This design comes from an exercise in tuning for small area, a short achievable clock period and few clock cycles per item on the open sky130 flow, not from production work.
No run shown here included a check of the RTL's function; only the layout flow was run.

## flow/design.v (module list and top-level ports; edited modules follow where they fit)
// module hilo_md_unit: 900 lines
module hilo_md_unit #(
    parameter int DATA_W    = 32,
    parameter int DIV_CNT_W = 6
) (
    input  logic              cpu_clk_50M,
    input  logic              cpu_rst_n,
    input  logic              flush_i,
    input  logic              op_valid_i,
    output logic              op_ready_o,
    input  logic [2:0]        op_i,
    input  logic              sign_i,
    input  logic [DATA_W-1:0] src_a_i,
    input  logic [DATA_W-1:0] src_b_i,
    output logic [DATA_W-1:0] hi_o,
    output logic [DATA_W-1:0] lo_o,
    output logic              done_o
);
  // ...
==> flow/flow/run.sh <==
#!/bin/bash
set -euo pipefail
export SETUP_SLACK_MARGIN=6.5
export BUFFER_PORTS_ARGS="-buffer_cell sky130_fd_sc_hd__buf_4"
bash standard.sh finish > standard.log 2>&1
==> flow/standard.sh <==
#!/bin/bash
# synth_recipe.tcl (not shown) runs the flow's synth.tcl, then flattens the netlist and writes it again
# the make line also repeats each setting of config.mk as NAME=value (left out here)
make -C /OpenROAD-flow-scripts/flow DESIGN_CONFIG=/design/flow/config.mk WORK_HOME=/design/flow/orfs CLKGATE_MAP_FILE= SYNTH_SCRIPT=/design/flow/synth_recipe.tcl "${@:-finish}"
==> flow/config.mk <==
export PLATFORM = sky130hd
export DESIGN_NAME = hilo_md_unit
export DESIGN_NICKNAME = hilo_md_unit
export VERILOG_FILES = /design/flow/design.v
export SDC_FILE = /design/flow/constraint.sdc
export NUM_CORES = 4
export LEC_CHECK = 0
export ABC_AREA = 1
export CAP_MARGIN = 20
export CORE_MARGIN = 2
export CORE_UTILIZATION = 40
export SLEW_MARGIN = 20
==> flow/constraint.sdc <==
create_clock -name core_clock -period 14.0 [get_ports {cpu_clk_50M}]
set_input_delay 2.8000 -clock core_clock [delete_from_list [all_inputs] [get_ports {cpu_clk_50M}]]
set_output_delay 2.8000 -clock core_clock [all_outputs]
set_load 0.01 [all_outputs]
==> impl_metrics.yaml, run 1 <==
grt:
  number_of_global_route_vias_before_repair: 47660
  first_pass_grt_wire_length_mm: 322.4
  grt_start_max_net_pins: 61
cells_and_area:
  syn2layout_area_growth_pct: 25.29
  total_number_of_multi_input_combinational_cells: 4742
  inverters_excl_clock: 697
  largestRegisters: "hl_c_q x64, hl_s_q x64, quo_q x33"
setup_path:
  worst_setup_path_startpoint: "op_i[2]"
  depth_of_the_worst_register_to_register_path: 44
  cpPeakStageDelay_ns: 0.53
  critical_path.endpoint: "hl_s_q[37]"
  buffering_stage_count_on_the_worst_path_with_inverters_included: 12
detailed_routing:
  drt-wirelength-per-cell_um: 29.27
  wl_on_met1_mm: 86.14
  highest_layer: "met5"
yosys:
  yosys.cell_types.count: 59
  postSynthAreaPerCell_sq_um: 7.874
  synth_top_area_share_pct: 28.11
outcome:
  status: "no timing/DRC/antenna violations"
placement:
  port_buffers: 137
  gp_routability_congestion: 0.9966
job:
  maxCapViolCount: 0
sta:
  timing.final.ws_setup_ns: 6.429
  rsz0062_at_grt: "yes"
==> run 2: changes to the inputs <==
--- a/flow/design.v
+++ b/flow/design.v
@@ -12,17 +12,17 @@
     input  logic              sign_i,
     input  logic [DATA_W-1:0] src_a_i,
     input  logic [DATA_W-1:0] src_b_i,
     output logic [DATA_W-1:0] hi_o,
     output logic [DATA_W-1:0] lo_o,
     output logic              done_o
 );
     localparam int c_w2  = 2 * DATA_W;
-    localparam int DIV_K = 3;                        
+    localparam int DIV_K = 2;                        
     localparam logic [2:0] c_op_mthi = 3'd1;
     localparam logic [2:0] c_op_mtlo = 3'd2;
     localparam logic [2:0] c_op_mult = 3'd3;
     localparam logic [2:0] c_op_madd = 3'd4;
     localparam logic [2:0] c_op_msub = 3'd5;
     localparam logic [2:0] c_op_div  = 3'd6;
     function automatic logic [1:0] fa(input logic x, input logic y, input logic z);
         fa = {(x & y) | ((x ^ y) & z), (x ^ y) ^ z};
@@ -82,17 +82,17 @@
         else            lzc32 = 6'd32;
     endfunction
     function automatic logic low_mask(input logic [31:0] y);
         low_mask = ~|(y[31:1] & ~y[30:0]);
     endfunction
     logic                 busy_q;
     logic                 done_q;
     logic [c_w2-1:0]      hl_s_q, hl_c_q;   
-    logic [DATA_W:0]      quo_q;            
+    logic [DATA_W-1:0]    quo_q;            
     logic [DATA_W-1:0]    rem_q;
     logic [DATA_W-1:0]    dvs_q;
     logic                 qneg_q, rneg_q;
     logic [3:0]           cnt_q;            
     logic [c_w2-1:0]      w_hl;
     assign w_hl       = bk_add(hl_s_q, hl_c_q, 1'b0);
     assign op_ready_o = ~busy_q;
     assign hi_o       = w_hl[c_w2-1:DATA_W];
@@ -769,71 +769,44 @@
     assign {t1242, t1241} = fa(~w_pp15[33], w_pp16[31], t1239);
     assign {t1244, t1243} = fa(t1234, t1241, t1236);
     assign w_tree_s = {t1238, t1237, t1222, t1221, t1202, t1201, t1178, t1177, t1150, t1149, t1118, t1117, t1082, t1081, t1042, t1041, t998, t997, t950, t949, t898, t897, t842, t841, t782, t781, t718, t717, t650, t614, t611, t544, t512, t480, t450, t420, t392, t364, t338, t312, t288, t264, t242, t220, t200, t180, t162, t144, t128, t112, t98, t84, t72, t60, t50, t40, t32, t24, t18, t12, t9, t4, w_pp0[1], t1};
     assign w_tree_c = {t1243, t1230, t1229, t1212, t1211, t1190, t1189, t1164, t1163, t1134, t1133, t1100, t1099, t1062, t1061, t1020, t1019, t974, t973, t924, t923, t870, t869, t812, t811, t750, t749, t684, t683, t649, t613, t577, t543, t511, t479, t449, t419, t391, t363, t337, t311, t287, t263, t241, t219, t199, t179, t161, t143, t127, t111, t97, t83, t71, t59, t49, t39, t31, t23, t17, t11, t7, t3, w_pp0[0]};
     logic              w_a_neg, w_b_neg, w_b_zero;
     logic [DATA_W-1:0] w_a_ones, w_b_ones, w_a_mag, w_b_mag;
     logic [6:0]        w_m;
     logic              w_div_quick;
-    logic [3:0]        w_j;
-    logic [c_w2:0]     w_dvd_sh;
+    logic [4:0]        w_skip;
+    logic [c_w2-1:0]   w_dvd_sh;
     assign w_a_neg  = sign_i & src_a_i[DATA_W-1];
     assign w_b_neg  = sign_i & src_b_i[DATA_W-1];
     assign w_a_ones = src_a_i ^ {DATA_W{w_a_neg}};
     assign w_b_ones = src_b_i ^ {DATA_W{w_b_neg}};
     assign w_a_mag  = w_a_ones + DATA_W'(w_a_neg);
     assign w_b_mag  = w_b_ones + DATA_W'(w_b_neg);
     assign w_b_zero = (src_b_i == '0);
-    logic [5:0]        w_a_lz, w_b_lz;
-    assign w_a_lz   = (w_a_neg & low_mask(w_a_ones)) ? lzc32({w_a_ones[DATA_W-2:0], 1'b1})
-                                                      : lzc32(w_a_ones);
-    assign w_b_lz   = (w_b_neg & low_mask(w_b_ones)) ? lzc32({w_b_ones[DATA_W-2:0], 1'b1})
-                                                      : lzc32(w_b_ones);
-    assign w_m      = 7'(bk_add({58'b0, w_a_lz}, {59'b0, ~w_b_lz[4:0]}, 1'b0));
+    assign w_m      = 7'd31 + {1'b0, lzc32(w_a_ones)} - {1'b0, lzc32(w_b_ones)}
+                      - 7'(w_a_neg & low_mask(w_a_ones)) + 7'(w_b_neg & low_mask(w_b_ones));
     assign w_div_quick = w_m[5];
-    always_comb begin : skip3
-        logic [c_w2:0] t;
-        case (w_m[4:0])
-            5'd0, 5'd1:            w_j = 4'd0;
-            5'd2, 5'd3, 5'd4:      w_j = 4'd1;
-            5'd5, 5'd6, 5'd7:      w_j = 4'd2;
-            5'd8, 5'd9, 5'd10:     w_j = 4'd3;
-            5'd11, 5'd12, 5'd13:   w_j = 4'd4;
-            5'd14, 5'd15, 5'd16:   w_j = 4'd5;
-            5'd17, 5'd18, 5'd19:   w_j = 4'd6;
-            5'd20, 5'd21, 5'd22:   w_j = 4'd7;
-            5'd23, 5'd24, 5'd25:   w_j = 4'd8;
-            5'd26, 5'd27, 5'd28:   w_j = 4'd9;
-            default:               w_j = 4'd10;
-        endcase
-        t = {{(DATA_W+1){1'b0}}, w_a_mag};
-        if (w_j[0]) t = t << 3;
-        if (w_j[1]) t = t << 6;
-        if (w_j[2]) t = t << 12;
-        if (w_j[3]) t = t << 24;
-        w_dvd_sh = t;
-    end
+    assign w_skip   = {w_m[4:1], 1'b0};
+    assign w_dvd_sh = {{DATA_W{1'b0}}, w_a_mag} << w_skip;
     logic [DATA_W-1:0] w_q_end, w_r_end;
-    logic [DATA_W:0]   w_q33;
     always_comb begin : div_steps
         logic [DATA_W:0]   sh, diff;
-        logic [DATA_W-1:0] rem;
-        logic [DATA_W:0]   quo;
+        logic [DATA_W-1:0] rem, quo;
         rem = rem_q;
         quo = quo_q;
         for (int k = 0; k < DIV_K; k++) begin
-            sh   = {rem, quo[DATA_W]};
+            sh   = {rem, quo[DATA_W-1]};
             diff = (DATA_W+1)'(bk_add({31'b0, sh}, {31'b0, ~{1'b0, dvs_q}}, 1'b1));
             rem  = diff[DATA_W] ? sh[DATA_W-1:0] : diff[DATA_W-1:0];
-            quo  = {quo[DATA_W-1:0], ~diff[DATA_W]};
+            quo  = {quo[DATA_W-2:0], ~diff[DATA_W]};
         end
         w_r_end = rem;
-        w_q_end = quo[DATA_W-1:0];
-        w_q33   = quo;
+        w_q_end = quo;
     end
     logic              w_qn;
     logic [DATA_W-1:0] w_q_res, w_r_res;
     assign w_qn    = qneg_q & (|w_q_end);
     assign w_q_res = w_q_end ^ {DATA_W{w_qn}};
     assign w_r_res = w_r_end ^ {DATA_W{rneg_q}};
     logic            w_ld_mul, w_div_end, w_div_start;
     logic [c_w2-1:0] w_s_oth, w_c_oth;
@@ -882,21 +855,21 @@
                       (w_accept & (op_i == c_op_div) & (w_b_zero | w_div_quick));
             hl_s_q <= w_ld_mul ? w_tree_s : w_s_oth;
             hl_c_q <= w_ld_mul ? w_tree_c : w_c_oth;
         end
     end
     always_ff @(posedge cpu_clk_50M) begin
         if (busy_q) begin
             rem_q <= w_r_end;
-            quo_q <= w_q33;
+            quo_q <= w_q_end;
             cnt_q <= cnt_q - 4'd1;
         end else begin
-            rem_q  <= w_dvd_sh[c_w2:DATA_W+1];
-            quo_q  <= w_dvd_sh[DATA_W:0];
+            rem_q  <= w_dvd_sh[c_w2-1:DATA_W];
+            quo_q  <= w_dvd_sh[DATA_W-1:0];
             dvs_q  <= w_b_mag;
             qneg_q <= w_a_neg ^ w_b_neg;
             rneg_q <= w_a_neg;
-            cnt_q  <= 4'd10 - w_j;
+            cnt_q  <= ~w_m[4:1];
         end
     end
 endmodule
 `default_nettype wire
==> run 2 against run 1 <==
  * Clock skew is 0.011 ns lower
  * Worst hold slack worse by 0.026 ns
  * Clock-buffer cell count up 2
  * Still clean
==> impl_metrics.yaml, run 2 <==
floorplan:
  floorplan.io_pins: 138
  initial_utilization_pct: 40.21
  fp.dieArea_sq_um: 117400
  fp.coreArea_sq_um: 114000
  chipHeight_um: 342.6
  die_width_um: 342.6
  std_cell_rows: 124
grt:
  first_pass_grt_wire_length_mm: 310.3
  number_of_antenna_violations_at_the_first_check_in_global_routing: 4
  remaining_global_route_overflow: 0
  grt_start_max_net_pins: 58
  grtUsageTotal_pct: 35.98
  number_of_global_route_vias_before_repair: 45030
yosys:
  synth_enable_flop_cells: 34
  post_synth_instance_area_sq_um: 45850
  synth_async_sr_flop_share_pct: 56.03
  synth.most_common_cell: "sky130_fd_sc_hd__nand2_1"
  yosys.cell_types.count: 62
  synth_largest_area_cell: "sky130_fd_sc_hd__fa_1"
  syn-num-nets: 6686
  yosys-top-cells-count: "sky130_fd_sc_hd__nand2_1, sky130_fd_sc_hd__fa_1, sky130_fd_sc_hd__o22ai_1"
  postSynthAreaPerCell_sq_um: 7.944
  ys_seq_area_share_pct: 12.29
  synth_top_area_share_pct: 28.47
  synth_ff_type: "sky130_fd_sc_hd__dfrtp_1"
  synth.ff_latch_count: 232
  postSynthCellCount: 5772
  warnings_from_yosys: 2
  netlist_top_cells_area: "sky130_fd_sc_hd__fa_1, sky130_fd_sc_hd__xnor2_1, sky130_fd_sc_hd__nand2_1"
setup_path:
  timing.critical_path.from_type: "input port"
  setup.reg_to_reg.worst_slack_ns: 6.93
  criticalPathCategory: "in2reg"
  crit_arrival_ns: 8.17
  depth_of_the_worst_register_to_register_path: 32
  rr_endpoint: "hl_s_q[38]"
  cp-end-kind: "flip-flop"
  worst_ep_required_time_ns: 14.54
  highest_fanout_seen_on_the_critical_path: 34
  r2r_start: "dvs_q[0]"
sta:
  timing_worst_slew_pin_value_ns: 1.117
  timing_max_transition_violations_final: 0
  fin_crit_ns: 7.636
  report.final.setup_viol: 0
  max_clock_freq_ghz: 0.1310
  min_period_over_period_pct: 54.54
  setup-tns-final_ns: 0
  final-hold-violation-count: 0
  max_slew_margin_pct: 25.44
  rsz0062_at_grt: "yes"
  final.setup_skew_ns: 0.03527
outcome:
  status: "no timing/DRC/antenna violations"
cells_and_area:
  largestRegisters: "hl_c_q x64, hl_s_q x64"
  multi_input_area_sq_um: 38560
  filler_cells_inserted: 11010
  drive_gt1_share_pct: 12.75
  regArea_sq_um: 5635
  syn2layout_area_growth_pct: 17.17
  mostFrequentLayoutCells: "sky130_fd_sc_hd__nand2_1, sky130_fd_sc_hd__fa_1, sky130_fd_sc_hd__o22ai_1"
  layout_commonest_cell: "sky130_fd_sc_hd__nand2_1"
  nets: 6701
detailed_routing:
  detailed_routing_iterations_pass_1: 8
  drc: 0
  drt-wirelength-per-cell_um: 30.02
  ant_nets: 0
  vias_per_cell: 6.283
  totalWireLength_mm: 219.9
  drt-initial-drc-count: 5730
  route.vias.total: 46030
clock_tree:
  clock_tree.htree_level_count: 1
  clkSlewWorstSetupHoldPaths_ns: 0.06
  cts_bufs_inserted: 31
  clk_path_buf_depth: 3
  worstSkewPairLatency_ns: 0.65
  clock_tree_from_tritoncts: "built"
  cts-hold-fix-buffers: 0
  clkSinkCount: 232
  clock_tree.root_cell: "sky130_fd_sc_hd__clkbuf_16"
placement:
  port_buffers: 137
  gp_routability_congestion: 0.9934
  detailedPlacementHpwl_mm: 141.4
min_path:
  hold_path_class: "reg2reg"
  min-delay-start: "quo_q[13]"
  hold-path-cell-count: 2
  hold_endpoint: "quo_q[15]"
job:
  maxCapViolCount: 0
## run 2: final cells by class
class | instances | share of cell area, %
Multi-Input combinational cell | 4592 | 71.78
Sequential cell | 232 | 10.49
Timing Repair Buffer | 372 | 8.093
Inverter | 556 | 4.078
Tap cell | 1512 | 3.521
Clock buffer | 44 | 1.791
Clock inverter | 13 | 0.2003
Timing Repair inverter | 2 | 0.03493
Antenna cell | 2 | 0.009316
## run 2: critical path, stage by stage
cell	delay [ns]
sky130_fd_sc_hd__buf_4	0.18
sky130_fd_sc_hd__clkinvlp_4	0.21
sky130_fd_sc_hd__nand2_1	0.13
sky130_fd_sc_hd__nand2_1	0.11
sky130_fd_sc_hd__buf_12	0.20
sky130_fd_sc_hd__nand2_1	0.10
sky130_fd_sc_hd__buf_6	0.32
sky130_fd_sc_hd__o22ai_1	0.14
sky130_fd_sc_hd__xnor2_1	0.25
sky130_fd_sc_hd__fa_1	0.47
sky130_fd_sc_hd__fa_1	0.42
sky130_fd_sc_hd__fa_1	0.46
sky130_fd_sc_hd__fa_1	0.44
sky130_fd_sc_hd__fa_1	0.46
sky130_fd_sc_hd__fa_1	0.50
sky130_fd_sc_hd__inv_1	0.04
sky130_fd_sc_hd__ha_1	0.30
sky130_fd_sc_hd__a22o_1	0.22
sky130_fd_sc_hd__nor2_1	0.12
sky130_fd_sc_hd__nand3_1	0.10
sky130_fd_sc_hd__nand2_1	0.09
sky130_fd_sc_hd__inv_1	0.04
## run 2: what timing repair did
item / CTS / global route
pin swaps: 27 / 49
setup endpoints to repair: 211 / 194
setup buffers: 57 / 35
gates resized for setup: 292 / 241
endpoints found under the hold margin: 0 / 0
cloned: 26 / 22
## run 2: worst max path at each step
| stage | from | end | slack, ns | cells after the start |
|---|---|---|---|---|
| 2_1_floorplan | op_i[2] | hl_s_q[36] | 6.44 | 21 |
| 3_3_place_gp | sign_i | hl_s_q[20] | 4.29 | 34 |
| 3_5_place_dp | sign_i | hl_s_q[26] | 4.22 | 34 |
| 4_1_cts | src_b_i[0] | hl_s_q[24] | 6.48 | 33 |
| 5_1_grt | sign_i | hl_s_q[12] | 6.26 | 36 |
| 6_report | src_b_i[23] | hl_s_q[36] | 6.36 | 22 |
## run 2: cells by family after synthesis
kind of cell               count (synthesis)  synth area share (%)
adders and majority gates                842                 33.65
AOI/OAI and AO/OA                       1029                 13.55
xor gates and xnor gates                 743                 14.36
muxes                                      2               0.04366
DFF                                      232                 12.29
and+or+nand+nor                         1961                 17.85
buffers and inverters                    963                 8.254
## run 2: routing by layer
metal  part of all wire (%)  track usage [%]
met1                     37            46.17
met5                  0.084           0.4006
met2                     41            52.16
met4                    7.8            22.02
met3                     14            12.12
## run 2: through the flow
stage | hold WS, ns | setup slack, ns | instance area (sq um) | util, % | std cells
floorplan | 0.4558 | 6.439 | 46300 | - | 5772
global placement | 0.4754 | 4.294 | 48310 | 42.36 | 7126
detailed placement | 0.4837 | 4.215 | 48310 | 42.36 | 7126
CTS | 0.4908 | 6.476 | 52070 | 45.66 | 7266
global route | 0.5192 | 6.256 | 53720 | 47.11 | 7323
finish | 0.4886 | 6.364 | 53720 | 47.11 | 7325

[static timing again, ports no longer ideal]
The flow's constraints put no driver on any port. The routed layouts listed below were extracted and timed again, unchanged, in two steps. Step 1, drivers: a clkbuf_16 drives cpu_clk_50M and a buf_2 each remaining input, both assumed. Step 2 moves the port delays by t, midway between the first and last clock arrival at a register: inputs arrive t later, outputs are due t later. That takes back most of the time a late clock gives input paths. Slacks: ideal ports / drivers / drivers and shift; pairs: ideal ports / drivers.
| run | t (ns) | setup slack, ns | latest minus earliest clock arrival (ns) | slew at the worst register clock pin (ns) | worst slew at a driven data input, ns |
|---|---|---|---|---|---|
| run 1 | 0.709 | 6.429 / 6.434 / 5.725 | 0.046 / 0.046 | 0.07 / 0.07 | 0.09 |
| run 2 | 0.702 | 6.364 / 6.345 / 5.643 | 0.035 / 0.035 | 0.08 / 0.08 | 0.14 |
After both steps every run listed still meets setup and hold. The setup slack of run 2, which loses most, moves by -0.019 ns with the drivers and by -0.721 ns with both steps.
